From an optimization exercise on the open Yosys and OpenROAD flow, aimed at small area, a short achievable clock period and few clock cycles; shortcuts taken in it are not production practice.
At most, simulation tests tie the RTL to the original design; equivalence was not proved.
The RTL of runs 1 to 4 was laid out without a check of its function.
Power is estimated from default activity; no workload was simulated.

<file path="design.v">
module core_add8 (
  input  logic [7:0] x,
  input  logic [7:0] y,
  input  logic       ci,
  output logic [7:0] s
);
  logic [7:0] g, p, g1, p1, g2, p2, g3;
  always_comb begin
    g = x & y;
    p = x ^ y;
    g[0] = g[0] | (p[0] & ci);
    g1 = g; p1 = p;
    for (int i = 1; i < 8; i += 2) begin
      g1[i] = g[i] | (p[i] & g[i-1]);
      p1[i] = p[i] & p[i-1];
    end
    g2 = g1; p2 = p1;
    for (int i = 2; i < 8; i++) begin
      if (i[1]) begin
        g2[i] = g1[i] | (p1[i] & g1[(i & 4) | 1]);
        p2[i] = p1[i] & p1[(i & 4) | 1];
      end
    end
    g3 = g2;
    for (int i = 4; i < 8; i++) begin
      g3[i] = g2[i] | (p2[i] & g2[3]);
    end
    s = p ^ {g3[6:0], ci};
  end
endmodule
module core_mul8 (
  input  logic [7:0] a,
  input  logic [7:0] b,
  output logic [7:0] p
);
  logic pp0_0, pp0_1, pp0_2, pp0_3, pp0_4, pp0_5, pp0_6, pp0_7, pp1_0, pp1_1, pp1_2, pp1_3, pp1_4, pp1_5, pp1_6, pp2_0, pp2_1, pp2_2, pp2_3, pp2_4, pp2_5, pp3_0, pp3_1, pp3_2, pp3_3, pp3_4, pp4_0, pp4_1, pp4_2, pp4_3, pp5_0, pp5_1, pp5_2, pp6_0, pp6_1, pp7_0, s0, c0, s1, c1, s2, c2, s3, c3, s4, c4, s5, c5, s6, c6, s7, c7, s8, c8, s9, c9, s10, c10, s11, c11, s12, c12, s13, c13, s14, c14, s15, c15, s16, c16, s17, c17, s18, c18, s19, c19, s20, c20;
  logic [7:0] x, y;
  assign pp0_0 = a[0] & b[0];
  assign pp0_1 = a[1] & b[0];
  assign pp0_2 = a[2] & b[0];
  assign pp0_3 = a[3] & b[0];
  assign pp0_4 = a[4] & b[0];
  assign pp0_5 = a[5] & b[0];
  assign pp0_6 = a[6] & b[0];
  assign pp0_7 = a[7] & b[0];
  assign pp1_0 = a[0] & b[1];
  assign pp1_1 = a[1] & b[1];
  assign pp1_2 = a[2] & b[1];
  assign pp1_3 = a[3] & b[1];
  assign pp1_4 = a[4] & b[1];
  assign pp1_5 = a[5] & b[1];
  assign pp1_6 = a[6] & b[1];
  assign pp2_0 = a[0] & b[2];
  assign pp2_1 = a[1] & b[2];
  assign pp2_2 = a[2] & b[2];
  assign pp2_3 = a[3] & b[2];
  assign pp2_4 = a[4] & b[2];
  assign pp2_5 = a[5] & b[2];
  assign pp3_0 = a[0] & b[3];
  assign pp3_1 = a[1] & b[3];
  assign pp3_2 = a[2] & b[3];
  assign pp3_3 = a[3] & b[3];
  assign pp3_4 = a[4] & b[3];
  assign pp4_0 = a[0] & b[4];
  assign pp4_1 = a[1] & b[4];
  assign pp4_2 = a[2] & b[4];
  assign pp4_3 = a[3] & b[4];
  assign pp5_0 = a[0] & b[5];
  assign pp5_1 = a[1] & b[5];
  assign pp5_2 = a[2] & b[5];
  assign pp6_0 = a[0] & b[6];
  assign pp6_1 = a[1] & b[6];
  assign pp7_0 = a[0] & b[7];
  assign s0 = pp0_6 ^ pp1_5;
  assign c0 = pp0_6 & pp1_5;
  assign s1 = pp0_7 ^ pp1_6 ^ pp2_5;
  assign c1 = (pp0_7 & pp1_6) | (pp0_7 & pp2_5) | (pp1_6 & pp2_5);
  assign s2 = pp3_4 ^ pp4_3;
  assign c2 = pp3_4 & pp4_3;
  assign s3 = pp0_4 ^ pp1_3;
  assign c3 = pp0_4 & pp1_3;
  assign s4 = pp0_5 ^ pp1_4 ^ pp2_3;
  assign c4 = (pp0_5 & pp1_4) | (pp0_5 & pp2_3) | (pp1_4 & pp2_3);
  assign s5 = pp3_2 ^ pp4_1;
  assign c5 = pp3_2 & pp4_1;
  assign s6 = s0 ^ pp2_4 ^ pp3_3;
  assign c6 = (s0 & pp2_4) | (s0 & pp3_3) | (pp2_4 & pp3_3);
  assign s7 = pp4_2 ^ pp5_1 ^ pp6_0;
  assign c7 = (pp4_2 & pp5_1) | (pp4_2 & pp6_0) | (pp5_1 & pp6_0);
  assign s8 = s1 ^ s2 ^ pp5_2;
  assign c8 = (s1 & s2) | (s1 & pp5_2) | (s2 & pp5_2);
  assign s9 = pp6_1 ^ pp7_0 ^ c0;
  assign c9 = (pp6_1 & pp7_0) | (pp6_1 & c0) | (pp7_0 & c0);
  assign s10 = pp0_3 ^ pp1_2;
  assign c10 = pp0_3 & pp1_2;
  assign s11 = s3 ^ pp2_2 ^ pp3_1;
  assign c11 = (s3 & pp2_2) | (s3 & pp3_1) | (pp2_2 & pp3_1);
  assign s12 = s4 ^ s5 ^ pp5_0;
  assign c12 = (s4 & s5) | (s4 & pp5_0) | (s5 & pp5_0);
  assign s13 = s6 ^ s7 ^ c4;
  assign c13 = (s6 & s7) | (s6 & c4) | (s7 & c4);
  assign s14 = s8 ^ s9 ^ c6;
  assign c14 = (s8 & s9) | (s8 & c6) | (s9 & c6);
  assign s15 = pp0_2 ^ pp1_1;
  assign c15 = pp0_2 & pp1_1;
  assign s16 = s10 ^ pp2_1 ^ pp3_0;
  assign c16 = (s10 & pp2_1) | (s10 & pp3_0) | (pp2_1 & pp3_0);
  assign s17 = s11 ^ pp4_0 ^ c10;
  assign c17 = (s11 & pp4_0) | (s11 & c10) | (pp4_0 & c10);
  assign s18 = s12 ^ c3 ^ c11;
  assign c18 = (s12 & c3) | (s12 & c11) | (c3 & c11);
  assign s19 = s13 ^ c5 ^ c12;
  assign c19 = (s13 & c5) | (s13 & c12) | (c5 & c12);
  assign s20 = s14 ^ c7 ^ c13;
  assign c20 = (s14 & c7) | (s14 & c13) | (c7 & c13);
  assign x = {s20, s19, s18, s17, s16, s15, pp0_1, pp0_0};
  assign y = {c19, c18, c17, c16, c15, pp2_0, pp1_0, 1'b0};
  core_add8 u_add (.x(x), .y(y), .ci(1'b0), .s(p));
endmodule
module core_alu #(
  parameter int W = 8
) (
  input  logic [3:0]   op,
  input  logic [W-1:0] a,
  input  logic [W-1:0] b,
  output logic [W-1:0] fast,
  output logic [W-1:0] mul
);
  localparam logic [3:0] OP_ADD = 4'h1;
  localparam logic [3:0] OP_SUB = 4'h2;
  localparam logic [3:0] OP_AND = 4'h4;
  localparam logic [3:0] OP_OR  = 4'h5;
  localparam logic [3:0] OP_XOR = 4'h6;
  logic       sub;
  logic [7:0] sum;
  assign sub = (op == OP_SUB);
  core_add8 u_add (.x(a), .y(b ^ {8{sub}}), .ci(sub), .s(sum));
  core_mul8 u_mul (.a(a), .b(b), .p(mul));
  always_comb begin
    case (op)
      OP_ADD, OP_SUB: fast = sum;
      OP_AND:         fast = a & b;
      OP_OR:          fast = a | b;
      OP_XOR:         fast = a ^ b;
      default:        fast = b;       
    endcase
  end
endmodule
module core #(
  parameter int REG_SIZE   = 8,
  parameter int ADDR_SIZE  = 8,
  parameter int INSN_SIZE  = 16,
  parameter int INSN_COUNT = 16
) (
  input  logic                            clk,
  input  logic                            reset,
  input  logic                            init_R0_flag,
  input  logic [REG_SIZE-1:0]             init_R0_data,
  input  logic [INSN_SIZE*INSN_COUNT-1:0] insn_data,
  input  logic                            Start,
  output logic                            Ready,
  output logic [1:0]                      enable_M,
  output logic [ADDR_SIZE-1:0]            addr_M,
  output logic [REG_SIZE-1:0]             wr_data_M,
  input  logic [REG_SIZE-1:0]             rd_data_M,
  input  logic                            ready_M
);
  localparam logic [3:0] OP_NOP  = 4'h0;
  localparam logic [3:0] OP_MUL  = 4'h3;
  localparam logic [3:0] OP_SET  = 4'h7;
  localparam logic [3:0] OP_LD   = 4'h8;
  localparam logic [3:0] OP_ST   = 4'h9;
  localparam logic [3:0] OP_BNZ  = 4'hA;
  localparam logic [3:0] OP_STOP = 4'hF;
  logic                 run_q;
  logic [15:0][15:0]    buf_q;
  logic [15:0][7:0]     regs_q;
  logic [15:0]          ir1_q;
  logic [3:0]           pc1_q;
  logic                 idv_q;      
  logic [3:0]           op2_q, rd2_q;
  logic                 ld2_q, st2_q, wr2_q, mul2_q;
  logic [7:0]           opa_q, opb_q;
  logic [7:0] alu_fast, alu_mul, wdata, fwd;
  logic       we2, ex_stall;
  core_alu #(.W(REG_SIZE)) u_alu (
    .op  (op2_q),
    .a   (opa_q),
    .b   (opb_q),
    .fast(alu_fast),
    .mul (alu_mul)
  );
  assign we2      = wr2_q | ld2_q;
  assign wdata    = ld2_q ? rd_data_M : (mul2_q ? alu_mul : alu_fast);
  assign fwd      = ld2_q ? rd_data_M : alu_fast;
  assign ex_stall = (ld2_q | st2_q) & !ready_M;
  assign enable_M  = {st2_q, ld2_q};
  assign addr_M    = ld2_q ? opa_q : opb_q;
  assign wr_data_M = opa_q;
  assign Ready     = !run_q;
  logic [15:0] idi;                  
  logic [3:0]  op1, rd1, aidx, bidx;
  logic [7:0]  imm1, rda, rdb, vala, valb, fsrc;
  logic        fa, fb, use_a, use_b, is_bnz1, is_set1;
  logic        is_bnz0, is_stop0;
  logic [15:0] nzf;
  logic        taken, id_stall, endb;
  logic [3:0]  pc_next;
  logic [15:0] fetched;
  assign idi     = run_q ? ir1_q : insn_data[15:0];
  assign op1     = idi[15:12];
  assign rd1     = idi[11:8];
  assign imm1    = idi[7:0];
  assign aidx    = idi[7:4];
  assign bidx    = idi[15] ? idi[11:8] : idi[3:0];
  assign is_bnz1 = (op1 == OP_BNZ);
  assign is_set1 = (op1 == OP_SET);
  assign use_a   = (op1 != OP_NOP) && (op1 < OP_SET || op1 == OP_LD || op1 == OP_ST);
  assign use_b   = (op1 != OP_NOP) && (op1 < OP_SET || op1 == OP_ST);
  assign rda = regs_q[aidx];
  assign rdb = regs_q[bidx];
  assign fsrc = run_q ? fwd : init_R0_data;
  assign fa   = run_q ? (we2 && rd2_q == aidx) : (init_R0_flag && aidx == 4'd0);
  assign fb   = run_q ? (we2 && rd2_q == bidx) : (init_R0_flag && bidx == 4'd0);
  assign vala = fa ? fsrc : rda;
  assign valb = is_set1 ? imm1 : (fb ? fsrc : rdb);
  always_comb begin
    for (int k = 0; k < 16; k++) nzf[k] = (regs_q[k] != 8'd0);
  end
  assign is_bnz0  = (insn_data[15:12] == OP_BNZ);
  assign is_stop0 = (insn_data[15:12] == OP_STOP);
  assign id_stall = run_q ? ((ir1_q[15:12] == OP_BNZ && we2 && rd2_q == ir1_q[11:8]) ||
                             (mul2_q && ((use_a && fa) || (use_b && fb))))
                          : is_bnz0;
  assign taken    = (ir1_q[15:12] == OP_BNZ) && nzf[ir1_q[11:8]];
  assign pc_next  = run_q ? (taken ? ir1_q[3:0] : pc1_q + 4'd1) : {3'd0, !is_bnz0};
  assign fetched  = run_q ? buf_q[pc_next]
                          : (is_bnz0 ? insn_data[15:0] : insn_data[31:16]);
  assign endb     = run_q ? ((fetched[15:12] == OP_STOP) || (!taken && pc1_q == 4'd15))
                          : (!is_bnz0 && insn_data[31:28] == OP_STOP);
  logic ex_load, id_load;
  assign ex_load = run_q ? (idv_q && !id_stall) : (Start && !is_bnz0);
  assign id_load = run_q ? (idv_q && !id_stall && !ex_stall) : 1'b1;
  always_ff @(posedge clk) begin
    if (reset) begin
      run_q <= 1'b0;
      ld2_q <= 1'b0;
      st2_q <= 1'b0;
      wr2_q <= 1'b0;
    end else begin
      if (!run_q) run_q <= Start && !is_stop0;
      else if (!ex_stall && !idv_q) run_q <= 1'b0;
      if (!ex_stall) begin
        ld2_q <= ex_load && (op1 == OP_LD);
        st2_q <= ex_load && (op1 == OP_ST);
        wr2_q <= ex_load && (op1 != OP_NOP) && (op1 <= OP_SET);
      end
    end
  end
  always_ff @(posedge clk) begin
    if (!ex_stall) begin
      op2_q  <= op1;
      mul2_q <= (op1 == OP_MUL);
      rd2_q  <= rd1;
      opa_q  <= vala;
      opb_q  <= valb;
    end
    if (id_load) begin
      ir1_q <= fetched;
      pc1_q <= pc_next;
      idv_q <= !endb;
    end
  end
  always_ff @(posedge clk) begin
    if (!run_q) buf_q <= insn_data;
  end
  logic       wen;
  logic [7:0] wd;
  always_comb begin
    if (reset) begin
      wd  = '0;
      wen = 1'b1;
    end else if (run_q) begin
      wd  = wdata;
      wen = we2;
    end else begin
      wd  = init_R0_data;
      wen = init_R0_flag;
    end
  end
  always_ff @(posedge clk) begin
    for (int k = 0; k < 16; k++) begin
      if (wen && (reset || (run_q ? (rd2_q == 4'(k)) : (k == 0)))) regs_q[k] <= wd;
    end
  end
endmodule
</file>
<file path="run.sh">
#!/bin/bash
# synth_recipe.tcl (not shown) runs the flow's synth.tcl, then flattens the netlist and writes it again
# the make line also repeats each setting of config.mk as NAME=value (left out here)
make -C /OpenROAD-flow-scripts/flow DESIGN_CONFIG=/design/flow/config.mk WORK_HOME=/design/flow/orfs CLKGATE_MAP_FILE= SYNTH_SCRIPT=/design/flow/synth_recipe.tcl finish
</file>
<file path="config.mk">
export PLATFORM = sky130hd
export DESIGN_NAME = core
export DESIGN_NICKNAME = core
export VERILOG_FILES = /design/flow/design.v
export SDC_FILE = /design/flow/constraint.sdc
export NUM_CORES = 4
export LEC_CHECK = 0
export CAP_MARGIN = 20
export CORE_MARGIN = 2
export CORE_UTILIZATION = 65
export CTS_BUF_LIST = sky130_fd_sc_hd__clkbuf_4 sky130_fd_sc_hd__clkbuf_8
export SETUP_SLACK_MARGIN = 5
export SLEW_MARGIN = 20
</file>
<file path="constraint.sdc">
create_clock -name core_clock -period 10.0 [get_ports {clk}]
set_input_delay 2.0000 -clock core_clock [delete_from_list [all_inputs] [get_ports {clk}]]
set_output_delay 2.0000 -clock core_clock [all_outputs]
set_load 0.01 [all_outputs]
</file>
==> results by group, run 1 <==
Power and ir drop
  • Cell Int Power: 0.004037 W
  • Power density over the cells: 231.5 nW/um^2
  • Sw frac: 34.08%
  • Peak VDD IR: 0.2141 mV
  • Combinational power share: 35.4%
  • Reg power frac: 40.8%
  • Psw: 0.002087 W
  • Leak: 9.532 nW
  • Clk pwr share: 23.8%

Drt
  • Post-route ant nets: 0
  • Number of iterations in the first detailed-routing pass: 6
  • DR WL/cell: 26.48 um
  • Routed WL: 62640 um
  • DRC: 0
  • Via density: 6.546
  • Via total after detailed routing: 15490
  • Initial DRC count: 1811

Global routing
  • GRT Total Usage: 35.93%
  • Global-route track usage on met1: 44.65%
  • Vias in the first global route: 15880
  • Largest net degree at the start of global routing: 88
  • First-pass GRT wire length: 93940 um
  • Total grt overflow: 0
  • Met3 Resource Use GR: 7.692%
  • Initial antenna violation count: 11
  • Gr busiest metal: met2
  • Grt met2 use: 60.77%

CTS
  • H-tree depth: 3
  • Clock slew at reported path FFs: 0.06 ns
  • CTS Buffer Depth: 3
  • Clock Sinks: 434
  • Cts hold-fix bufs: 0
  • CTS root buf: clkbuf_8
  • Num CTS Buffers: 69
  • CTS tree: yes
  • Worst skew pair latency: 0.61 ns

Yosys
  • Sequential element share of the synthesized area: 59.83%
  • Synth top area cells: edfxtp_1, mux2i_1, mux4_2, nand2_1, ha_1
  • Syn_nets: 1897
  • Yosys warns: 3
  • EDFF count, synth: 430
  • Top FF cell, synth: edfxtp_1
  • Share of the synthesized area in the top cell type: 59.46%
  • Register bit total from synthesis: 434
  • Post-synthesis cell type count: 74
  • Mean post-synth cell area: 13.81 um^2
  • Cell taking the most area after synthesis: edfxtp_1
  • Mapped Cells: 1572
  • Post-Syn Area: 21720 um^2
  • FFs w/ async S/R, synth: 0%

Floorplan
  • Die H: 186.8 um
  • Initial Util: 66.41%
  • # IOs: 296
  • Cell row count: 66
  • Core area: 32700 um^2
  • Horiz. Die Dim: 186.8 um
  • Full die area: 34890 um^2

Timing
  • Slew Viols, Final: 0
  • Setup Skew: 0.03512 ns
  • Max Clock Freq: 203.2 MHz
  • Endpoints failing setup: 0
  • Slew @ Worst Pin: 1.171 ns
  • Unrepaired setup endpoints after global routing: no
  • Final Hold Fails: 0
  • Final period util: 49.21%
  • Final setup margin: 5.079 ns
  • Slew headroom: 21.79%
  • Fin Setup TNS: 0 ns
  • Minimum clock period: 4.921 ns
  • Worst-case hold slack: 0.5675 ns

Setup path
  • Critical Path AT: 5.36 ns
  • R2R Path Start: ir1_q[11]
  • Worst-path cell chain: clkdlybuf4s50_1, nand2_1, nor3_2, nand2_1, nand3_4, buf_8, mux2i_1, mux4_2, a22o_1, a21oi_1
  • Cell mode on critical path: nand2_1
  • Worst path required time: 10.44 ns
  • Max stage delay cell, worst path: clkdlybuf4s50_1
  • FF-to-FF setup slack: 5.13 ns
  • Nature of the critical path startpoint: input port
  • Cell depth of the worst flop-to-flop path: 12
  • R2R Path End: idv_q
  • Slowest stage delay, CP: 0.58 ns
  • Crit-path max FO: 59
  • Critical path type: input port to register
  • Kind of end point of the critical path: register

Layout
  • Layout Nets: 2195
  • Area Growth Syn to Fin: 21.84%
  • Area taken by multi-input logic gates: 8193 um^2
  • Layout cells sized above 1: 13.11%
  • Fin cells: 2366
  • Most common cell after layout, fill and taps aside: edfxtp_1
  • Commonest cells after routing, fill and taps aside: edfxtp_1, clkdlybuf4s50_1, mux2i_1
  • Layout filler cell count: 1844
  • Reg area: 12990 um^2

Placement
  • Port bufs: 295
  • Detail Placement HPWL: 42090 um
  • DP Cell Count: 2237
  • GPL Wtd Cong: 0.9147
  • Pre-CTS setup slack: 3.961 ns

Job
  • Max-cap viol count: 0

Run status
  • Run status: complete, no violations

Hold path
  • Min-Delay Path Class: register to register
  • Hold depth: 2
  • Min-Delay Endpoint: wr2_q
  • Min-delay src: wr2_q
-- layer usage --
| metal | routed length, um | up-vias |
|---|---|---|
| met5 | 26 | - |
| met4 | 2573 | 4 |
| met3 | 6419 | 172 |
| met2 | 31630 | 1003 |
| met1 | 21990 | 7613 |
| li1 | - | 6697 |
-- worst max-delay path, delay by kind of cell --
kind | cells | cell delay, ns
simple gates | 4 | 1.09
mux | 2 | 0.70
buf+inv | 2 | 1.10
compound gates | 2 | 0.38
-- worst max path at each step --
stage,cells past startpoint,startpoint,end
2_1_floorplan,9,insn_data[15],idv_q
3_3_place_gp,9,insn_data[14],ir1_q[14]
3_5_place_dp,9,insn_data[14],ir1_q[14]
4_1_cts,10,insn_data[4],ir1_q[3]
5_1_grt,10,insn_data[15],ir1_q[5]
6_report,10,insn_data[15],ir1_q[5]
-- metrics by stage --
step	area, um^2	power (W)	util (%)
2_1_floorplan	21730	0.003898	-
3_3_place_gp	25070	0.004579	76.65
3_5_place_dp	25070	0.004645	76.65
4_1_cts	26400	0.006101	80.74
5_1_grt	26450	0.006411	80.90
6_report	26460	0.006124	80.91
-- cells in the mapped netlist (10+ instances only) --
library cell	instances
a211oi_1	50
a21o_1	19
a21oi_1	67
a22o_1	13
a311oi_1	19
a31oi_1	20
and2_1	37
buf_2	21
clkbuf_1	59
edfxtp_1	430
fa_1	15
ha_1	33
inv_1	55
mux2_2	24
mux2i_1	154
mux4_2	58
nand2_1	139
nand2b_1	10
nand3_1	23
nand4_1	11
nor2_1	56
nor2b_1	10
nor3_1	11
nor4_1	33
o211ai_1	10
o21ai_0	47
xnor2_1	31
xor2_1	10
-- sequential cells by signal (all words and copies together), names as in the netlist --
signal	count
opb_q	8
idv_q	1
opa_q	8
run_q	1
ir1_q	16
regs_q	128
mul2_q	1
pc1_q	4
op2_q	4
rd2_q	4
st2_q	1
wr2_q	1
ld2_q	1
buf_q	256
-- cells by family (layout without fill, tap and decap cells) --
family / Yosys count / count (layout) / share of synthesized area (%)
AO/OA/AOI/OAI: 291 / 291 / 9.196
XOR/XNOR: 41 / 41 / 1.654
adder cells (fa/ha/maj): 48 / 48 / 3.284
buffers and inverters: 156 / 497 / 3.198
flip-flops: 434 / 434 / 59.83
multiplexers: 237 / 237 / 14.48
other: 0 / 9 / 0
AND/OR/NAND/NOR: 365 / 367 / 8.360
-- power by group through the flow --
stage               registers (W)  logic, W  clock network (W)
floorplan                 0.00242   0.00148                  0
global placement          0.00251   0.00206                  0
detailed placement        0.00253   0.00212                  0
CTS                       0.00249   0.00215            0.00146
finish                    0.00250   0.00217            0.00146
global route              0.00252   0.00234            0.00155
-- cell type report --
cell class | count | share of cell area, %
diodes | 9 | 0.08512
clock buffers | 91 | 4.261
clock inverters | 25 | 0.5958
inverters | 58 | 0.8701
multi-input cells | 984 | 30.96
flip-flops and latches | 434 | 49.11
well taps | 442 | 2.090
repair buffers | 323 | 12.03
-- repair_timing --
| item | 4_1_cts | 5_1_grt |
|---|---|---|
| gates resized for setup | 4 | 8 |
| pin swaps | 1 | 0 |
| buffers inserted | 2 | 0 |
| gates cloned | 2 | 0 |
| setup endpoints to repair | 34 | 48 |
==> run 2: changes to the inputs <==
--- a/config.mk
+++ b/config.mk
@@ -7,7 +7,6 @@
 export LEC_CHECK = 0
 export CAP_MARGIN = 20
 export CORE_MARGIN = 2
-export CORE_UTILIZATION = 65
-export CTS_BUF_LIST = sky130_fd_sc_hd__clkbuf_4 sky130_fd_sc_hd__clkbuf_8
+export CORE_UTILIZATION = 40
 export SETUP_SLACK_MARGIN = 5
 export SLEW_MARGIN = 20
==> run 2 against run 1 <==
Against the previous run:
- still clean
- synthesized area is the same
- clock power grew about 20%
- first-iteration DRC count shrank 21%
- via count shrank 4.3%
- worst hold slack gained 0.012 ns
- wire length grew 5.8%
- largest power group unchanged
==> results by group, run 2 <==
Run status
  • Run status: complete, no violations

Global routing
  • Initial antenna violation count: 4 (-7)
  • Largest net degree at the start of global routing: 81 (-8.0%)
  • Total grt overflow: 0 (unchanged)
  • Vias in the first global route: 15110 (-4.9%)
  • GRT Total Usage: 23.76% (-12 points)
  • First-pass GRT wire length: 99260 um (+5.7%)

Power and ir drop
  • Total power: 0.006436 W (+5.1%)
  • Reg power frac: 38.8% (-2.0 points)
  • Peak VDD IR: 0.1646 mV (-23%)
  • Psw: 0.002167 W (+3.8%)
  • Cell Int Power: 0.004269 W (+5.7%)
  • Leak: 9.634 nW (+1.1%)
  • Combinational power share: 34.0% (-1.4 points)
  • Power density over the cells: 237.3 nW/um^2 (+2.5%)
  • Sw frac: 33.67% (-0.41 points)
  • Clk pwr share: 27.2% (+3.4 points)

Layout
  • Area taken by multi-input logic gates: 8228 um^2 (+0.43%)
  • Largest Register: buf_q
  • Layout cells sized above 1: 12.12% (-0.99 points)
  • Regs by FF count: buf_q (256), regs_q (128), ir1_q (16)
  • Commonest cells after routing, fill and taps aside: edfxtp_1, clkdlybuf4s50_1, mux2i_1
  • Area Growth Syn to Fin: 24.90%
  • Layout Nets: 2178 (-0.77%)
  • Post-route cell area: 27120 um^2 (+2.5%)
  • Layout filler cell count: 4553 (+150%)
  • Reg area: 12990 um^2 (unchanged)
  • Most common cell after layout, fill and taps aside: edfxtp_1
  • Max reg flops: 256 (unchanged)

Floorplan
  • # IOs: 296 (unchanged)
  • Core area: 53710 um^2 (+64%)
  • Horiz. Die Dim: 237 um (+27%)
  • Cell row count: 85 (+29%)
  • Full die area: 56170 um^2 (+61%)
  • Initial Util: 40.43% (-26 points)
  • Die H: 237 um (+27%)

Hold path
  • Min-Delay Path Class: register to register

Drt
  • Number of iterations in the first detailed-routing pass: 6 (unchanged)
  • DRC: 0 (unchanged)
  • Routed WL: 66250 um (+5.8%)
  • Initial DRC count: 1432 (-21%)
  • DR WL/cell: 25.59 um (-3.3%)
  • Via density: 5.723 (-13%)
  • Post-route ant nets: 0 (unchanged)
  • Via total after detailed routing: 14820 (-4.3%)

Timing
  • Setup Skew: 0.06199 ns (+0.02686 ns)
  • Slew headroom: 33.10% (+11 points)
  • Minimum clock period: 4.854 ns (-0.06674 ns)
  • Fin Setup TNS: 0 ns (unchanged)
  • Unrepaired setup endpoints after global routing: yes
  • Slew Viols, Final: 0 (unchanged)
  • Slew @ Worst Pin: 0.9998 ns (-0.1709 ns)
  • Final Hold Fails: 0 (unchanged)
  • Final setup margin: 5.146 ns (+0.06674 ns)
  • Final period util: 48.54% (-0.67 points)
  • Endpoints failing setup: 0 (unchanged)
  • Max Clock Freq: 206.0 MHz (+1.4%)

Yosys
  • Post-synthesis cell type count: 74 (unchanged)
  • Synth top area cells: edfxtp_1, mux2i_1, mux4_2, nand2_1, ha_1
  • Syn_nets: 1897 (unchanged)
  • Yosys warns: 3 (unchanged)
  • Mean post-synth cell area: 13.81 um^2 (unchanged)
  • Mapped Cells: 1572 (unchanged)
  • FFs w/ async S/R, synth: 0% (unchanged)
  • Post-Syn Area: 21720 um^2 (unchanged)
  • Share of the synthesized area in the top cell type: 59.46% (unchanged)
  • EDFF count, synth: 430 (unchanged)
  • Register bit total from synthesis: 434 (unchanged)
  • Cell taking the most area after synthesis: edfxtp_1
  • Top-count cell post-synth: edfxtp_1
  • Top FF cell, synth: edfxtp_1
  • Most instantiated cells after synthesis: edfxtp_1, mux2i_1, nand2_1, a21oi_1, clkbuf_1
  • Sequential element share of the synthesized area: 59.83% (unchanged)

Placement
  • Detail Placement HPWL: 47420 um (+13%)
  • Port bufs: 295 (unchanged)
  • Pre-CTS setup slack: 3.959 ns (-0.002340 ns)
  • GPL Wtd Cong: 0.9260 (+1.2%)
  • Area after DPL: 25420 um^2 (+1.4%)

CTS
  • Cts hold-fix bufs: 0 (unchanged)
  • Num CTS Buffers: 47 (-32%)
  • CTS Buffer Depth: 3 (unchanged)
  • Clock Sinks: 434 (unchanged)
  • H-tree depth: 2 (-1)
  • Clock slew at reported path FFs: 0.06 ns (about the same)
  • CTS root buf: clkbuf_16
  • Worst skew pair latency: 0.62 ns (about the same)
  • CTS tree: yes

Setup path
  • Slowest stage delay, CP: 0.63 ns (+0.05 ns)
  • Crit-path max FO: 28 (-53%)
  • Worst-path cell chain: clkdlybuf4s50_1, nor3_2, nand2_1, nand3_4, inv_6, mux4_1, mux2_2, a22o_1, or2_1
  • Nature of the critical path startpoint: input port
  • Critical Path AT: 5.22 ns (-0.14 ns)
  • Worst path required time: 10.36 ns (-0.08 ns)
  • Kind of end point of the critical path: register
  • Max stage delay cell, worst path: clkdlybuf4s50_1
  • Critical path type: input port to register

Job
  • Max-cap viol count: 0 (unchanged)
==> run 2: worst paths after layout <==
check / start / to / slack, ns / cells after the start
min: wr2_q / wr2_q / 0.58 / 2
max reg2reg: opb_q[1] / regs_q[87] / 5.25 / 19
max: insn_data[14] / ir1_q[14] / 5.15 / 9
min reg2reg: wr2_q / wr2_q / 0.58 / 2
==> run 2: cells by family after synthesis <==
kind of cell / Yosys count / synth area share, %
multiplexers: 237 / 14.48
flip-flops: 434 / 59.83
AND/OR/NAND/NOR: 365 / 8.360
XOR/XNOR: 41 / 1.654
AO/OA/AOI/OAI: 291 / 9.196
adder cells (fa/ha/maj): 48 / 3.284
buffers and inverters: 156 / 3.198
==> run 2: power groups by stage <==
stage               Clock [W]  Combinational [W]  Sequential (W)
CTS                   0.00179            0.00218         0.00250
global placement            0            0.00212         0.00254
global route          0.00187            0.00239         0.00252
floorplan                   0            0.00148         0.00242
finish                0.00175            0.00219         0.00250
detailed placement          0            0.00214         0.00254
==> run 2: metrics by stage <==
stage,hold WS [ns],utilization (%),cells
finish,0.5791,50.50,2589
global route,0.5741,50.50,2589
detailed placement,0.5576,47.33,2494
global placement,0.5453,47.30,2494
CTS,0.5686,50.34,2584
floorplan,0.4941,-,1572
==> run 2: area by class of cell <==
type | count | area share (%)
clock inverter | 30 | 1.282
clock buffer | 56 | 4.461
multi-input combinational | 984 | 30.34
tap | 696 | 3.211
antenna | 3 | 0.02768
sequential | 434 | 47.91
inverter | 58 | 0.8488
timing repair buffer | 328 | 11.93
==> run 2: repair_timing <==
item                       4_1_cts  5_1_grt
pin swaps                        2        2
resized for setup                5       11
cloned                           2        0
setup endpoints to repair       61       67
buffers inserted                 2        2
==> run 2: critical path, delay by kind of cell <==
family	cells	cell delay [ns]
buffers and inverters	2	1.05
muxes	2	0.88
AOI/OAI and AO/OA	1	0.19
and+or+nand+nor	4	1.07
==> run 2: per-layer routing <==
metal,vias up,share of wire (%),track usage [%]
met5,-,0.018,0
met4,2,2.8,7.461
met3,122,7.3,4.185
met2,662,47,38.65
met1,7361,43,32.51
li1,6669,-,-
==> run 3: changes to the inputs <==
==> flow/run.sh (new file) <==
#!/bin/bash
# Layout: the standard flow (standard.sh) with three changes:
#  - port buffers of the smallest drive (buffer_ports -buffer_cell buf_1);
#    repair resizes the ones that need more;
#  - no adder cells in synthesis (ADDER_MAP_FILE empty), so abc maps the
#    arithmetic together with the logic around it;
#  - timing repair aims at a larger setup slack margin.
# make's output goes to flow.log; each step's own log is under orfs/logs/.
set -uo pipefail
bash standard.sh "ADDER_MAP_FILE=" "SETUP_SLACK_MARGIN=6.5" \
  "BUFFER_PORTS_ARGS=-buffer_cell sky130_fd_sc_hd__buf_1" finish > flow.log 2>&1
==> standard.sh (new file) <==
#!/bin/bash
# synth_recipe.tcl (not shown) runs the flow's synth.tcl, then flattens the netlist and writes it again
# the make line also repeats each setting of config.mk as NAME=value (left out here)
make -C /OpenROAD-flow-scripts/flow DESIGN_CONFIG=/design/flow/config.mk WORK_HOME=/design/flow/orfs CLKGATE_MAP_FILE= SYNTH_SCRIPT=/design/flow/synth_recipe.tcl "${@:-finish}"
--- a/config.mk
+++ b/config.mk
@@ -7,6 +7,6 @@
 export LEC_CHECK = 0
 export CAP_MARGIN = 20
 export CORE_MARGIN = 2
-export CORE_UTILIZATION = 40
-export SETUP_SLACK_MARGIN = 5
+export CORE_UTILIZATION = 65
+export CTS_CLUSTER_SIZE = 30
 export SLEW_MARGIN = 20
removed: run.sh
==> run 3 against run 2 <==
Against the previous run:
- still clean on timing, DRC and antenna
- via count is 33% higher
- clock skew is 0.028 ns lower
- final area is 8.8% higher
- flip-flop and latch count stayed put
- die area is 37% lower
- clock power hardly changed
- critical path type unchanged
- largest cell class unchanged
==> results by group, run 3 <==
Layout
  • Layout filler cell count: 1454 (-68%)
  • Regs by FF count: buf_q (256), regs_q (128), ir1_q (16)
  • Most common cell after layout, fill and taps aside: edfxtp_1
  • Commonest cells after routing, fill and taps aside: edfxtp_1, nand2_1, buf_1
  • Layout cells sized above 1: 28.94% (+17 points)
  • Largest Register: buf_q
  • Max reg flops: 256 (unchanged)
  • Fin util: 87.99% (+37 points)
  • Area Growth Syn to Fin: 33.29%
  • Fin cells: 2829 (+9.3%)
  • Layout Nets: 2618 (+20%)

Job
  • Max-cap viol count: 0 (unchanged)

Timing
  • Final period util: 39.85% (-8.7 points)
  • Fin Setup TNS: 0 ns (unchanged)
  • Setup Skew: 0.03398 ns (-0.02801 ns)
  • Unrepaired setup endpoints after global routing: yes
  • Minimum clock period: 3.985 ns (-0.8694 ns)
  • Endpoints failing setup: 0 (unchanged)
  • Slew headroom: 31.32% (-1.8 points)
  • Final Hold Fails: 0 (unchanged)
  • Worst-case hold slack: 0.5288 ns (-0.05030 ns)
  • Slew Viols, Final: 0 (unchanged)
  • Slew @ Worst Pin: 1.024 ns (+0.02418 ns)
  • Max Clock Freq: 251.0 MHz (+22%)

Drt
  • Number of iterations in the first detailed-routing pass: 6 (unchanged)
  • DR WL/cell: 28.72 um (+12%)
  • Initial DRC count: 3219 (+120%)
  • Post-route ant nets: 0 (unchanged)
  • Via density: 6.951 (+21%)
  • Routed WL: 81240 um (+23%)
  • Via total after detailed routing: 19670 (+33%)
  • DRC: 0 (unchanged)

Global routing
  • Vias in the first global route: 18430 (+22%)
  • GRT Total Usage: 40.93% (+17 points)
  • Initial antenna violation count: 5 (+1)
  • Grt met2 use: 66.33% (+28 points)
  • First-pass GRT wire length: 108400 um (+9.2%)
  • Gr busiest metal: met2
  • Largest net degree at the start of global routing: 78 (-3.7%)
  • Total grt overflow: 0 (unchanged)
  • Met3 Resource Use GR: 9.592% (+5.4 points)
  • Global-route track usage on met1: 50.86% (+18 points)

CTS
  • Worst skew pair latency: 0.61 ns (about the same)
  • H-tree depth: 2 (unchanged)
  • Clock Sinks: 434 (unchanged)
  • Clock slew at reported path FFs: 0.06 ns (about the same)
  • CTS root buf: clkbuf_16
  • CTS Buffer Depth: 3 (unchanged)
  • Num CTS Buffers: 44 (-6.4%)
  • CTS tree: yes

Setup path
  • Crit-path max FO: 6 (-79%)
  • Nature of the critical path startpoint: input port
  • Cell depth of the worst flop-to-flop path: 14 (-5)
  • Kind of end point of the critical path: register
  • Worst-path cell chain: buf_12, mux2i_4, nor2_4, a21oi_4, buf_12, buf_16, mux4_2, mux2_4, a211o_1, a21oi_2, a21oi_2
  • CP Buf/Inv Count: 3 (+1)
  • Critical Path Stages: 11 (+2)
  • Top delay family on crit path: multiplexers
  • Critical Path AT: 4.30 ns (-0.92 ns)
  • Max stage delay cell, worst path: mux4_2
  • Slowest stage delay, CP: 0.53 ns (-0.10 ns)
  • Critical path type: input port to register
  • Worst path required time: 10.32 ns (-0.04 ns)

Yosys
  • Sequential element share of the synthesized area: 58.70% (-1.1 points)
  • Post-synthesis cell type count: 89 (+20%)
  • Post-Syn Area: 22130 um^2 (+1.9%)
  • Share of the synthesized area in the top cell type: 58.33% (-1.1 points)
  • Top FF cell, synth: edfxtp_1
  • EDFF count, synth: 430 (unchanged)
  • Cell taking the most area after synthesis: edfxtp_1
  • Yosys warns: 3 (unchanged)
  • Register bit total from synthesis: 434 (unchanged)
  • FFs w/ async S/R, synth: 0% (unchanged)
  • Syn_nets: 2189 (+15%)
  • Most instantiated cells after synthesis: edfxtp_1, nand2_1, a21oi_1, nand3_1, clkbuf_1
  • Mapped Cells: 1912 (+22%)
  • Synth top area cells: edfxtp_1, nand2_1, mux4_2, a21oi_1, xnor2_1
  • Top-count cell post-synth: edfxtp_1
  • Mean post-synth cell area: 11.58 um^2 (-16%)

Run status
  • Run status: complete, no violations

Floorplan
  • Cell row count: 67 (-21%)
  • Full die area: 35550 um^2 (-37%)
  • Core area: 33530 um^2 (-38%)
  • Die H: 188.5 um (-20%)
  • # IOs: 296 (unchanged)
  • Horiz. Die Dim: 188.5 um (-20%)
  • Initial Util: 66.01% (+26 points)

Placement
  • Detail Placement HPWL: 41950 um (-12%)
  • Port bufs: 295 (unchanged)
  • GPL Wtd Cong: 0.9059 (-2.2%)
  • DP Cell Count: 2539 (+1.8%)

Power and ir drop
  • Leak: 10.67 nW (+11%)
  • Power density over the cells: 320.0 nW/um^2 (+35%)
  • Total power: 0.009440 W (+47%)
  • Peak VDD IR: 0.3854 mV (+130%)

Hold path
  • Hold depth: 2 (unchanged)
  • Min-Delay Path Class: register to register
==> run 3: report_power, final <==
| part | switching (W) | leakage [nW] | internal (W) | total (W) |
|---|---|---|---|---|
| Clock | 0.000731 | 0.717 | 0.000986 | 0.00172 |
| Combinational | 0.00293 | 5.53 | 0.00219 | 0.00513 |
| Sequential | 0.000255 | 4.41 | 0.00234 | 0.00259 |
| Total | 0.00392 | 10.7 | 0.00552 | 0.00944 |
==> run 3: routing by layer <==
layer	vias to the layer above	wire, um	part of all wire, %
li1	8091	-	-
met1	9212	25520	31
met2	1898	37770	46
met3	460	11400	14
met4	4	6528	8.0
met5	-	27	0.033
==> run 3: worst paths after layout <==
path                               startpoint  endpoint  slack, ns
worst min register to register          wr2_q     wr2_q       0.53
worst max register to register     regs_q[11]     idv_q       6.12
worst max-delay path            insn_data[15]  opb_q[5]       6.02
worst min-delay path                    wr2_q     wr2_q       0.53
==> run 3: layout make-up <==
| type | count | area [um^2] | area share [%] |
|---|---|---|---|
| Antenna cell | 4 | 10.01 | 0.03393 |
| Clock buffer | 52 | 1152 | 3.906 |
| Clock inverter | 30 | 335.3 | 1.137 |
| Inverter | 17 | 101.3 | 0.3435 |
| Multi-Input combinational cell | 1325 | 10420 | 35.32 |
| Sequential cell | 434 | 13000 | 44.05 |
| Tap cell | 448 | 560.5 | 1.900 |
| Timing Repair Buffer | 510 | 3749 | 12.71 |
| Timing Repair inverter | 9 | 176.4 | 0.5980 |
==> run 3: metrics by stage <==
step / instance area [um^2] / worst slack (ns)
2_1_floorplan: 22600 / 5.882
3_3_place_gp: 23710 / 4.289
3_5_place_dp: 23710 / 4.204
4_1_cts: 27720 / 6.049
5_1_grt: 29500 / 5.988
6_report: 29500 / 6.015
==> run 3: cells by family (layout without fill, tap and decap cells) <==
family / Yosys count / count (layout) / synth area share, %
AOI/OAI and AO/OA: 409 / 409 / 12.62
xor gates and xnor gates: 79 / 79 / 3.126
and+or+nand+nor: 706 / 709 / 14.62
DFF: 434 / 434 / 58.70
other: 0 / 4 / 0
adders and majority gates: 9 / 9 / 0.4070
muxes: 117 / 119 / 7.444
buffers and inverters: 158 / 618 / 3.092
==> run 3: what timing repair did <==
item,4_1_cts,5_1_grt
resized for setup,227,262
setup buffers,122,40
pin swaps,67,105
hold buffers,0,0
endpoints found under the setup margin,179,243
gates cloned,26,16
==> run 3: tightest hold or removal path, delay by kind of cell (launching register included) <==
family	cells	cell delay, ns
and+or+nand+nor	1	0.07
DFF	1	0.35
AOI/OAI and AO/OA	1	0.06
==> run 4: changes to the inputs <==
--- a/design.v
+++ b/design.v
@@ -198,27 +198,41 @@
   assign addr_M    = ld2_q ? opa_q : opb_q;
   assign wr_data_M = opa_q;
   assign Ready     = !run_q;
-  logic [15:0] idi;                  
+  logic [3:0]  r_op, r_aidx, r_bidx, s_op, s_aidx, s_bidx;
+  logic        r_use_a, r_use_b, r_fa, r_fb, r_bnz, s_bnz;
   logic [3:0]  op1, rd1, aidx, bidx;
   logic [7:0]  imm1, rda, rdb, vala, valb, fsrc;
-  logic        fa, fb, use_a, use_b, is_bnz1, is_set1;
-  logic        is_bnz0, is_stop0;
+  logic        fa, fb, is_set1;
   logic [15:0] nzf;
   logic        taken, id_stall, endb;
   logic [3:0]  pc_next;
   logic [15:0] fetched;
-  assign idi     = run_q ? ir1_q : insn_data[15:0];
-  assign op1     = idi[15:12];
-  assign rd1     = idi[11:8];
-  assign imm1    = idi[7:0];
-  assign aidx    = idi[7:4];
-  assign bidx    = idi[15] ? idi[11:8] : idi[3:0];
-  assign is_bnz1 = (op1 == OP_BNZ);
+  assign r_op    = ir1_q[15:12];
+  assign r_aidx  = ir1_q[7:4];
+  assign r_bidx  = ir1_q[15] ? ir1_q[11:8] : ir1_q[3:0];
+  assign r_bnz   = (r_op == OP_BNZ);
+  assign r_use_a = (r_op != OP_NOP) && (r_op < OP_SET || r_op == OP_LD || r_op == OP_ST);
+  assign r_use_b = (r_op != OP_NOP) && (r_op < OP_SET || r_op == OP_ST);
+  assign r_fa    = (rd2_q == r_aidx);
+  assign r_fb    = (rd2_q == r_bidx);
+  assign s_op    = insn_data[15:12];
+  assign s_aidx  = insn_data[7:4];
+  assign s_bidx  = insn_data[15] ? insn_data[11:8] : insn_data[3:0];
+  assign s_bnz   = (s_op == OP_BNZ);
+  assign op1     = run_q ? r_op : s_op;
+  assign rd1     = run_q ? ir1_q[11:8] : insn_data[11:8];
+  assign imm1    = run_q ? ir1_q[7:0] : insn_data[7:0];
+  assign aidx    = run_q ? r_aidx : s_aidx;
+  assign bidx    = run_q ? r_bidx : s_bidx;
   assign is_set1 = (op1 == OP_SET);
-  assign use_a   = (op1 != OP_NOP) && (op1 < OP_SET || op1 == OP_LD || op1 == OP_ST);
-  assign use_b   = (op1 != OP_NOP) && (op1 < OP_SET || op1 == OP_ST);
-  assign rda = regs_q[aidx];
-  assign rdb = regs_q[bidx];
+  always_comb begin
+    rda = '0;
+    rdb = '0;
+    for (int k = 0; k < 16; k++) begin
+      rda = rda | (regs_q[k] & {8{aidx == 4'(k)}});
+      rdb = rdb | (regs_q[k] & {8{bidx == 4'(k)}});
+    end
+  end
   assign fsrc = run_q ? fwd : init_R0_data;
   assign fa   = run_q ? (we2 && rd2_q == aidx) : (init_R0_flag && aidx == 4'd0);
   assign fb   = run_q ? (we2 && rd2_q == bidx) : (init_R0_flag && bidx == 4'd0);
@@ -227,20 +241,27 @@
   always_comb begin
     for (int k = 0; k < 16; k++) nzf[k] = (regs_q[k] != 8'd0);
   end
-  assign is_bnz0  = (insn_data[15:12] == OP_BNZ);
-  assign is_stop0 = (insn_data[15:12] == OP_STOP);
-  assign id_stall = run_q ? ((ir1_q[15:12] == OP_BNZ && we2 && rd2_q == ir1_q[11:8]) ||
-                             (mul2_q && ((use_a && fa) || (use_b && fb))))
-                          : is_bnz0;
-  assign taken    = (ir1_q[15:12] == OP_BNZ) && nzf[ir1_q[11:8]];
-  assign pc_next  = run_q ? (taken ? ir1_q[3:0] : pc1_q + 4'd1) : {3'd0, !is_bnz0};
-  assign fetched  = run_q ? buf_q[pc_next]
-                          : (is_bnz0 ? insn_data[15:0] : insn_data[31:16]);
+  assign id_stall = run_q ? ((r_bnz && we2 && rd2_q == ir1_q[11:8]) ||
+                             (mul2_q && ((r_use_a && r_fa) || (r_use_b && r_fb))))
+                          : s_bnz;
+  assign taken    = r_bnz && nzf[ir1_q[11:8]];
+  assign pc_next  = run_q ? (taken ? ir1_q[3:0] : pc1_q + 4'd1) : {3'd0, !s_bnz};
+  logic [15:0] fsel;
+  logic [15:0] fbuf;
+  always_comb begin
+    fbuf = '0;
+    for (int k = 0; k < 16; k++) begin
+      fsel[k] = taken ? (ir1_q[3:0] == 4'(k)) : (pc1_q + 4'd1 == 4'(k));
+      fbuf = fbuf | (buf_q[k] & {16{fsel[k]}});
+    end
+  end
+  assign fetched  = run_q ? fbuf
+                          : (s_bnz ? insn_data[15:0] : insn_data[31:16]);
   assign endb     = run_q ? ((fetched[15:12] == OP_STOP) || (!taken && pc1_q == 4'd15))
-                          : (!is_bnz0 && insn_data[31:28] == OP_STOP);
+                          : (!s_bnz && insn_data[31:28] == OP_STOP);
   logic ex_load, id_load;
-  assign ex_load = run_q ? (idv_q && !id_stall) : (Start && !is_bnz0);
-  assign id_load = run_q ? (idv_q && !id_stall && !ex_stall) : 1'b1;
+  assign ex_load = run_q ? (idv_q && !id_stall) : (Start && !s_bnz);
+  assign id_load = !run_q || (idv_q && !id_stall && !ex_stall);
   always_ff @(posedge clk) begin
     if (reset) begin
       run_q <= 1'b0;
@@ -248,7 +269,7 @@
       st2_q <= 1'b0;
       wr2_q <= 1'b0;
     end else begin
-      if (!run_q) run_q <= Start && !is_stop0;
+      if (!run_q) run_q <= Start && (s_op != OP_STOP);
       else if (!ex_stall && !idv_q) run_q <= 1'b0;
       if (!ex_stall) begin
         ld2_q <= ex_load && (op1 == OP_LD);
--- a/flow/run.sh
+++ b/flow/run.sh
@@ -7,5 +7,5 @@
 #  - timing repair aims at a larger setup slack margin.
 # make's output goes to flow.log; each step's own log is under orfs/logs/.
 set -uo pipefail
-bash standard.sh "ADDER_MAP_FILE=" "SETUP_SLACK_MARGIN=6.5" \
+bash standard.sh "ADDER_MAP_FILE=" "SETUP_SLACK_MARGIN=6.2" \
   "BUFFER_PORTS_ARGS=-buffer_cell sky130_fd_sc_hd__buf_1" finish > flow.log 2>&1
--- a/config.mk
+++ b/config.mk
@@ -7,6 +7,9 @@
 export LEC_CHECK = 0
 export CAP_MARGIN = 20
 export CORE_MARGIN = 2
-export CORE_UTILIZATION = 65
-export CTS_CLUSTER_SIZE = 30
+export CORE_UTILIZATION = 55
+export CTS_BUF_LIST = sky130_fd_sc_hd__clkbuf_8
+export CTS_CLUSTER_DIAMETER = 60
+export CTS_CLUSTER_SIZE = 20
 export SLEW_MARGIN = 20
+export TNS_END_PERCENT = 10
==> run 4 against run 3 <==
Against the previous run:
- highest routed layer unchanged
- clock-buffer cell count down 22
- flip-flop and latch count unchanged
- critical path depth up 3
- largest power group is now sequential cells
- total power down 37%
- combinational power down 54%
- first-iteration DRC count down 18%
- final area down 15%
- die area up 12%
- worst hold slack better by 0.079 ns
- sequential power about the same
- utilization down 22 points
==> results by group, run 4 <==
Drt
  • Via density: 6.724 (-3.3%)
  • Post-route ant nets: 0 (unchanged)
  • Routed WL: 74640 um (-8.1%)
  • Via total after detailed routing: 17310 (-12%)
  • Number of iterations in the first detailed-routing pass: 8 (+2)
  • DRC: 0 (unchanged)
  • DR WL/cell: 29.00 um (+0.97%)
  • Initial DRC count: 2633 (-18%)

Global routing
  • GRT Total Usage: 36.96% (-4.0 points)
  • First-pass GRT wire length: 106700 um (-1.6%)
  • Total grt overflow: 0 (unchanged)
  • Largest net degree at the start of global routing: 73 (-6.4%)
  • Initial antenna violation count: 5 (unchanged)
  • Vias in the first global route: 16260 (-12%)

Placement
  • Pre-CTS setup slack: 4.864 ns (+0.6598 ns)
  • GPL Wtd Cong: 1.050 (+16%)
  • DP Cell Count: 2420 (-4.7%)
  • Detail Placement HPWL: 51810 um (+23%)
  • Port bufs: 295 (unchanged)

Setup path
  • Cell depth of the worst flop-to-flop path: 14 (unchanged)
  • Critical path type: register to register
  • Worst path required time: 10.42 ns (+0.10 ns)
  • Crit-path max FO: 30 (+24)
  • R2R Path End: ir1_q[15]
  • Slowest stage delay, CP: 0.75 ns (+0.22 ns)
  • CP Buf/Inv Count: 4 (+1)
  • Kind of end point of the critical path: register
  • R2R Path Start: ir1_q[10]
  • Worst-path cell chain: o211ai_1, o21ai_1, mux4_2, nand2_4, buf_12, buf_4, buf_16, nand2_1, o41ai_4, buf_6, a222oi_1, o2111ai_1, or4_1, o31a_1
  • Critical Path AT: 4.50 ns (+0.20 ns)
  • Worst Setup SP: ir1_q[10]
  • Nature of the critical path startpoint: register
  • FF-to-FF setup slack: 5.92 ns (-0.20 ns)
  • Top delay family on crit path: compound AO/OA/AOI/OAI gates
  • Max stage delay cell, worst path: edfxtp_1

Timing
  • Fin Setup TNS: 0 ns (unchanged)
  • Final Hold Fails: 0 (unchanged)
  • Max Clock Freq: 245.2 MHz (-2.3%)
  • Slew headroom: 26.75% (-4.6 points)
  • Final period util: 40.78% (+0.94 points)
  • Endpoints failing setup: 0 (unchanged)
  • Slew Viols, Final: 0 (unchanged)
  • Minimum clock period: 4.078 ns (+0.09373 ns)
  • Setup Skew: 0.05810 ns (+0.02412 ns)
  • Slew @ Worst Pin: 1.095 ns (+0.07080 ns)
  • Final setup margin: 5.922 ns (-0.09373 ns)
  • Unrepaired setup endpoints after global routing: yes

Yosys
  • Mapped Cells: 1674 (-12%)
  • Post-Syn Area: 21090 um^2 (-4.7%)
  • Register bit total from synthesis: 434 (unchanged)
  • Mean post-synth cell area: 12.60 um^2 (+8.8%)
  • FFs w/ async S/R, synth: 0% (unchanged)
  • Top-count cell post-synth: edfxtp_1
  • Share of the synthesized area in the top cell type: 61.21% (+2.9 points)
  • EDFF count, synth: 430 (unchanged)
  • Cell taking the most area after synthesis: edfxtp_1
  • Syn_nets: 1951 (-11%)
  • Synth top area cells: edfxtp_1, a22oi_1, mux2i_1, a221oi_1, a22o_1
  • Yosys warns: 3 (unchanged)
  • Top FF cell, synth: edfxtp_1
  • Sequential element share of the synthesized area: 61.59% (+2.9 points)
  • Post-synthesis cell type count: 81 (-9.0%)
  • Most instantiated cells after synthesis: edfxtp_1, nand2_1, a22oi_1, nor2_1, o21ai_0

Layout
  • Layout cells sized above 1: 15.89% (-13 points)
  • Regs by FF count: buf_q (256), regs_q (128), ir1_q (16)
  • Area Growth Syn to Fin: 18.99%
  • Max reg flops: 256 (unchanged)
  • Fin cells: 2574 (-9.0%)
  • Most common cell after layout, fill and taps aside: edfxtp_1
  • Layout Nets: 2318 (-11%)
  • Fin util: 66.48% (-22 points)
  • Largest Register: buf_q
  • Commonest cells after routing, fill and taps aside: edfxtp_1, buf_1, nand2_1

Run status
  • Run status: complete, no violations

Hold path
  • Min-Delay Path Class: register to register
  • Hold depth: 2 (unchanged)
  • Min-delay src: wr2_q
  • Min-Delay Endpoint: wr2_q

Floorplan
  • Die H: 199.8 um (+6.0%)
  • # IOs: 296 (unchanged)
  • Horiz. Die Dim: 199.8 um (+6.0%)
  • Initial Util: 55.87% (-10 points)
  • Cell row count: 71 (+6.0%)
  • Full die area: 39940 um^2 (+12%)
  • Core area: 37760 um^2 (+13%)

Power and ir drop
  • Sw frac: 37.92% (-3.6 points)
  • Power density over the cells: 236.2 nW/um^2 (-26%)
  • Leak: 8.568 nW (-20%)
  • Psw: 0.002248 W (-43%)
  • Total power: 0.005928 W (-37%)
  • Reg power frac: 43.9% (+16 points)
  • Cell Int Power: 0.003680 W (-33%)
  • Combinational power share: 39.5% (-15 points)
  • Clk pwr share: 16.5% (-1.7 points)
  • Peak VDD IR: 0.1501 mV (-61%)

Job
  • Max-cap viol count: 0 (unchanged)

CTS
  • H-tree depth: 1 (-1)
  • Worst skew pair latency: 0.71 ns (+0.10 ns)
  • CTS root buf: clkbuf_8
  • Num CTS Buffers: 30 (-32%)
  • CTS tree: yes
  • Clock Sinks: 434 (unchanged)
  • CTS Buffer Depth: 3 (unchanged)
  • Clock slew at reported path FFs: 0.11 ns (+0.05 ns)
-- run 4: cell types whose count changed in the layout (fill, tap and decap cells not counted), sizes merged, moves of 48 or more --
cell    before  now
a221oi       2   52
nand2      403  119
buf        496  427
a21oi      117   65
a22oi        3  113
a22o         2   52
nor2        57  106
a211oi      55    7
-- run 4: per-stage QoR --
stage          area (um^2)  hold WS [ns]
2_1_floorplan        21190        0.4969
3_3_place_gp         22790        0.5571
3_5_place_dp         22800        0.5735
4_1_cts              24510        0.6043
5_1_grt              25100        0.6346
6_report             25100        0.6080
-- run 4: layout make-up --
| class | count | area [um^2] |
|---|---|---|
| antenna | 5 | 12.51 |
| tap | 511 | 639.4 |
| inverter | 20 | 82.58 |
| sequential | 434 | 12990 |
| multi-input combinational | 1123 | 8224 |
| timing repair buffer | 432 | 2502 |
| clock inverter | 19 | 232.7 |
| clock buffer | 30 | 412.9 |
| fill | 2839 | 12650 |
-- run 4: how the worst max path moves through the flow --
stage,to,slack [ns],cells past startpoint
3_3_place_gp,opb_q[7],4.79,10
4_1_cts,opb_q[6],6.03,10
2_1_floorplan,opb_q[2],5.92,11
3_5_place_dp,opb_q[7],4.86,10
5_1_grt,idv_q,5.93,14
6_report,ir1_q[15],5.92,14
-- run 4: cells by family (layout without fill, tap and decap cells) --
family,after synthesis,count (layout),synth area share (%)
AO/OA/AOI/OAI,492,492,17.11
AND/OR/NAND/NOR,453,453,10.67
flip-flops,434,434,61.59
buffers and inverters,118,501,2.414
multiplexers,86,87,4.300
XOR/XNOR,80,80,3.387
adder cells (fa/ha/maj),11,11,0.5279
other,0,5,0
-- run 4: repair_timing --
item | in CTS | in global routing
setup buffers | 57 | 36
cloned | 5 | 1
pin swaps | 26 | 20
hold buffers | 0 | 0
gates resized for setup | 97 | 51
setup endpoints to repair | 107 | 172
-- run 4: worst reg2reg max path: cells and delay by family, from the launching register on --
kind	cells	cell delay, ns
flip-flops	1	0.75
multiplexers	1	0.37
buffers and inverters	4	0.66
AND/OR/NAND/NOR	3	0.71
AO/OA/AOI/OAI	6	1.35
-- run 4: per-layer routing --
layer | vias up | GRT usage (%) | share of wire [%]
met2 | 1304 | 57.15 | 45
li1 | 7429 | - | -
met3 | 196 | 6.586 | 12
met4 | 2 | 13.25 | 3.8
met5 | - | 0 | 0.016
met1 | 8377 | 52.92 | 39
-- run 4: power groups by stage --
stage	registers (W)	clock network (W)	logic, W
floorplan	0.00245	0	0.00148
global placement	0.00270	0	0.00181
detailed placement	0.00270	0	0.00184
CTS	0.00263	0.000985	0.00207
global route	0.00262	0.00105	0.00250
finish	0.00260	0.000981	0.00234
==> run 5: changes to the inputs <==
--- a/design.v
+++ b/design.v
@@ -121,6 +121,7 @@
   parameter int W = 8
 ) (
   input  logic [3:0]   op,
+  input  logic         sub,    
   input  logic [W-1:0] a,
   input  logic [W-1:0] b,
   output logic [W-1:0] fast,
@@ -131,9 +132,7 @@
   localparam logic [3:0] OP_AND = 4'h4;
   localparam logic [3:0] OP_OR  = 4'h5;
   localparam logic [3:0] OP_XOR = 4'h6;
-  logic       sub;
   logic [7:0] sum;
-  assign sub = (op == OP_SUB);
   core_add8 u_add (.x(a), .y(b ^ {8{sub}}), .ci(sub), .s(sum));
   core_mul8 u_mul (.a(a), .b(b), .p(mul));
   always_comb begin
@@ -179,12 +178,13 @@
   logic [3:0]           pc1_q;
   logic                 idv_q;      
   logic [3:0]           op2_q, rd2_q;
-  logic                 ld2_q, st2_q, wr2_q, mul2_q;
+  logic                 ld2_q, st2_q, wr2_q, mul2_q, sub2_q;
   logic [7:0]           opa_q, opb_q;
   logic [7:0] alu_fast, alu_mul, wdata, fwd;
   logic       we2, ex_stall;
   core_alu #(.W(REG_SIZE)) u_alu (
     .op  (op2_q),
+    .sub (sub2_q),
     .a   (opa_q),
     .b   (opb_q),
     .fast(alu_fast),
@@ -281,7 +281,8 @@
   always_ff @(posedge clk) begin
     if (!ex_stall) begin
       op2_q  <= op1;
-      mul2_q <= (op1 == OP_MUL);
+      mul2_q <= ex_load && (op1 == OP_MUL);
+      sub2_q <= (op1 == 4'h2);
       rd2_q  <= rd1;
       opa_q  <= vala;
       opb_q  <= valb;
==> run 5 against run 4 <==
Against the previous run:
- sequential share of layout area up 0.56 points
- utilization fell by 2.1 points
- critical endpoint is now opa_q[0]
- non-clock buffer count shrank 31
- flip-flop and latch count up 1
- cell count rose by 1.9%
- global-route usage rose by 1.4 points
- setup slack better by 0.20 ns
- via count grew 4.0%
- synthesized area increased by 2.1%
- wire length up 7.4%
==> results by group, run 5 <==
Global routing
  • Total grt overflow: 0 (unchanged)
  • Vias in the first global route: 16800 (+3.3%)
  • Largest net degree at the start of global routing: 105 (+44%)
  • Initial antenna violation count: 2 (-3)
  • First-pass GRT wire length: 113800 um (+6.6%)
  • GRT Total Usage: 38.32% (+1.4 points)

Yosys
  • Synth top area cells: edfxtp_1, a22oi_1, nand2_1, mux2i_1, a221oi_1
  • Top FF cell, synth: edfxtp_1
  • Top-count cell post-synth: edfxtp_1
  • FFs w/ async S/R, synth: 0% (unchanged)
  • Mean post-synth cell area: 12.31 um^2 (-2.3%)
  • Share of the synthesized area in the top cell type: 60.10% (-1.1 points)
  • Mapped Cells: 1749 (+4.5%)
  • EDFF count, synth: 431 (+0.23%)
  • Post-synthesis cell type count: 77 (-4.9%)
  • Yosys warns: 3 (unchanged)
  • Most instantiated cells after synthesis: edfxtp_1, nand2_1, nor2_1, a22oi_1, a21oi_1
  • Sequential element share of the synthesized area: 60.48% (-1.1 points)
  • Cell taking the most area after synthesis: edfxtp_1
  • Post-Syn Area: 21530 um^2 (+2.1%)
  • Register bit total from synthesis: 435 (+0.23%)
  • Syn_nets: 2026 (+3.8%)

Job
  • Max-cap viol count: 0 (unchanged)

Hold path
  • Min-Delay Path Class: register to register
  • Min-Delay Endpoint: wr2_q
  • Min-delay src: wr2_q
  • Hold depth: 2 (unchanged)

Setup path
  • R2R Path Start: regs_q[105]
  • Critical Path AT: 4.41 ns (-0.09 ns)
  • Nature of the critical path startpoint: input port
  • Crit-path max FO: 8 (-73%)
  • Kind of end point of the critical path: register
  • Worst path required time: 10.53 ns (+0.11 ns)
  • Critical path type: input port to register
  • FF-to-FF setup slack: 6.13 ns (+0.21 ns)
  • R2R Path End: ir1_q[6]
  • Cell depth of the worst flop-to-flop path: 12 (-2)

Drt
  • Routed WL: 80160 um (+7.4%)
  • Post-route ant nets: 0 (unchanged)
  • Via density: 6.863 (+2.1%)
  • DR WL/cell: 30.57 um (+5.4%)
  • Initial DRC count: 2898 (+10%)
  • Number of iterations in the first detailed-routing pass: 7 (-1)
  • DRC: 0 (unchanged)
  • Via total after detailed routing: 18000 (+4.0%)

Power and ir drop
  • Peak VDD IR: 0.1528 mV (+1.8%)
  • Total power: 0.006304 W (+6.4%)
  • Leak: 8.473 nW (-1.1%)
  • Power density over the cells: 253.2 nW/um^2 (+7.2%)

Floorplan
  • Cell row count: 72 (+1.4%)
  • # IOs: 296 (unchanged)
  • Initial Util: 55.72% (-0.15 points)
  • Horiz. Die Dim: 201.9 um (+1.0%)
  • Full die area: 40750 um^2 (+2.0%)
  • Core area: 38650 um^2 (+2.4%)
  • Die H: 201.9 um (+1.0%)

Placement
  • Port bufs: 295 (unchanged)
  • DP Cell Count: 2497 (+3.2%)
  • Area after DPL: 23210 um^2 (+1.8%)
  • Detail Placement HPWL: 56210 um (+8.5%)
  • GPL Wtd Cong: 1.044 (-0.57%)

Layout
  • Max reg flops: 256 (unchanged)
  • Fin util: 64.42% (-2.1 points)
  • Post-route cell area: 24900 um^2 (-0.81%)
  • Reg area: 13030 um^2 (+0.26%)
  • Regs by FF count: buf_q (256), regs_q (128), ir1_q (16)
  • Layout Nets: 2360 (+1.8%)
  • Layout cells sized above 1: 13.47% (-2.4 points)
  • Commonest cells after routing, fill and taps aside: edfxtp_1, buf_1, nand2_1
  • Layout filler cell count: 2959 (+4.2%)
  • Fin cells: 2622 (+1.9%)
  • Most common cell after layout, fill and taps aside: edfxtp_1
  • Area Growth Syn to Fin: 15.62%
  • Largest Register: buf_q
  • Area taken by multi-input logic gates: 8416 um^2 (+2.3%)

CTS
  • Cts hold-fix bufs: 0 (unchanged)
  • Num CTS Buffers: 31 (+3.3%)
  • Clock Sinks: 435 (+0.23%)
  • CTS Buffer Depth: 3 (unchanged)
  • Clock slew at reported path FFs: 0.12 ns (about the same)
  • H-tree depth: 1 (unchanged)
  • CTS tree: yes
  • Worst skew pair latency: 0.70 ns (about the same)
  • CTS root buf: clkbuf_8

Timing
  • Final Hold Fails: 0 (unchanged)
  • Final period util: 38.82% (-2.0 points)
  • Setup Skew: 0.03256 ns (-0.02554 ns)
  • Endpoints failing setup: 0 (unchanged)
  • Max Clock Freq: 257.6 MHz (+5.1%)
  • Slew headroom: 21.27% (-5.5 points)
  • Minimum clock period: 3.882 ns (-0.1961 ns)
  • Fin Setup TNS: 0 ns (unchanged)
  • Slew Viols, Final: 0 (unchanged)
  • Unrepaired setup endpoints after global routing: yes
  • Slew @ Worst Pin: 1.177 ns (+0.08180 ns)

Run status
  • Run status: complete, no violations
run 5: cell types whose count changed in the layout (fill, tap and decap cells not counted), moves of 12 or more:
| cell | previous run | this run |
|---|---|---|
| a21oi_1 | 63 | 75 |
| a22oi_1 | 110 | 97 |
| buf_6 | 20 | 3 |
| nor3_1 | 15 | 30 |
| nand2_1 | 116 | 149 |
| a221oi_1 | 43 | 61 |
| nor2_1 | 87 | 71 |
run 5: routing by layer:
metal	GRT usage, %	routed length (um)	vias to the layer above
met5	0	0	-
met3	7.578	9496	265
met4	17.04	4337	0
met1	51.75	29240	8623
met2	60.59	37080	1454
li1	-	-	7653
run 5: final cells by class:
cell class | count | share of cell area, %
sequential | 435 | 52.33
clock inverter | 19 | 0.7136
clock buffer | 32 | 1.769
multi-input combinational | 1192 | 33.80
antenna | 3 | 0.03015
timing repair buffer | 401 | 8.358
inverter | 22 | 0.3970
tap | 518 | 2.603
run 5: worst max-delay path, stage by stage:
cell and delay [ns]:
buf_1 0.18, mux2i_1 0.25, or2_2 0.43, nor2_1 0.90, a221oi_1 0.21, nand3_1 0.23, nor3_1 0.07, a21oi_1 0.13
run 5: cells by family (layout without fill, tap and decap cells):
logic type	Yosys count	after routing	share of synthesized area [%]
buffers and inverters	124	474	2.499
DFF	435	435	60.48
muxes	76	76	3.672
AOI/OAI and AO/OA	500	501	17.30
and+or+nand+nor	517	518	11.78
other	0	3	0
xor gates and xnor gates	85	85	3.713
adders and majority gates	12	12	0.5578
run 5: how the worst max path moves through the flow:
stage,end,from
after floorplan,Ready,run_q
after global placement,opb_q[5],insn_data[15]
after detailed placement,opb_q[5],insn_data[15]
after CTS,addr_M[2],opa_q[2]
after global routing,addr_M[2],opb_q[2]
final,opa_q[0],insn_data[6]
run 5: timing repair:
| action | CTS | global route |
|---|---|---|
| endpoints found under the setup margin | 82 | 93 |
| setup buffers | 11 | 56 |
| gates cloned | 1 | 3 |
| pin swaps | 4 | 12 |
| gates resized for setup | 32 | 69 |
run 5: where the power goes:
part           internal (W)  switching [W]  total [W]
clock network      0.000325       0.000622   0.000947
logic               0.00108        0.00159    0.00267
registers           0.00233       0.000358    0.00269
total               0.00374        0.00257    0.00630
run 5: metrics by stage:
step                worst slack [ns]  hold WS, ns
floorplan                      5.528       0.4792
global placement               4.939       0.5023
detailed placement             4.852       0.5101
CTS                            6.015       0.5372
global route                   6.107       0.6205
finish                         6.118       0.5517
Testbench counts of run 5, summed over its fixed seeds: cycles 7,965.

-- afterwards: timing with drivers on the ports --
No port has a modelled driver above. Below, the same layouts with a new extraction and two added sets of constraints. Step 1: set_driving_cell puts a clkbuf_16 on clk and a buf_2 on each other input, an assumption about the parent block. Step 2 also shifts input and output timing later by t, the mid clock arrival at the registers, as if the neighbouring blocks saw the same clock. Slacks: no drivers / after step 1 / after step 2; pairs: no drivers / after step 1.
run | t, ns | setup WS [ns] | slew at the worst register clock pin (ns)
run 1 | 0.638 | 5.079 / 5.071 / 4.433 | 0.07 / 0.07
run 2 | 0.645 | 5.146 / 5.120 / 4.476 | 0.07 / 0.07
run 3 | 0.641 | 6.015 / 5.975 / 5.334 | 0.07 / 0.07
run 4 | 0.733 | 5.922 / 5.922 / 5.293 | 0.12 / 0.12
run 5 | 0.738 | 6.118 / 6.070 / 5.374 | 0.12 / 0.12
After both steps setup and hold are still met in every run listed. The setup slack of run 5, which loses most, moves by -0.048 ns with the drivers and by -0.744 ns with both steps.
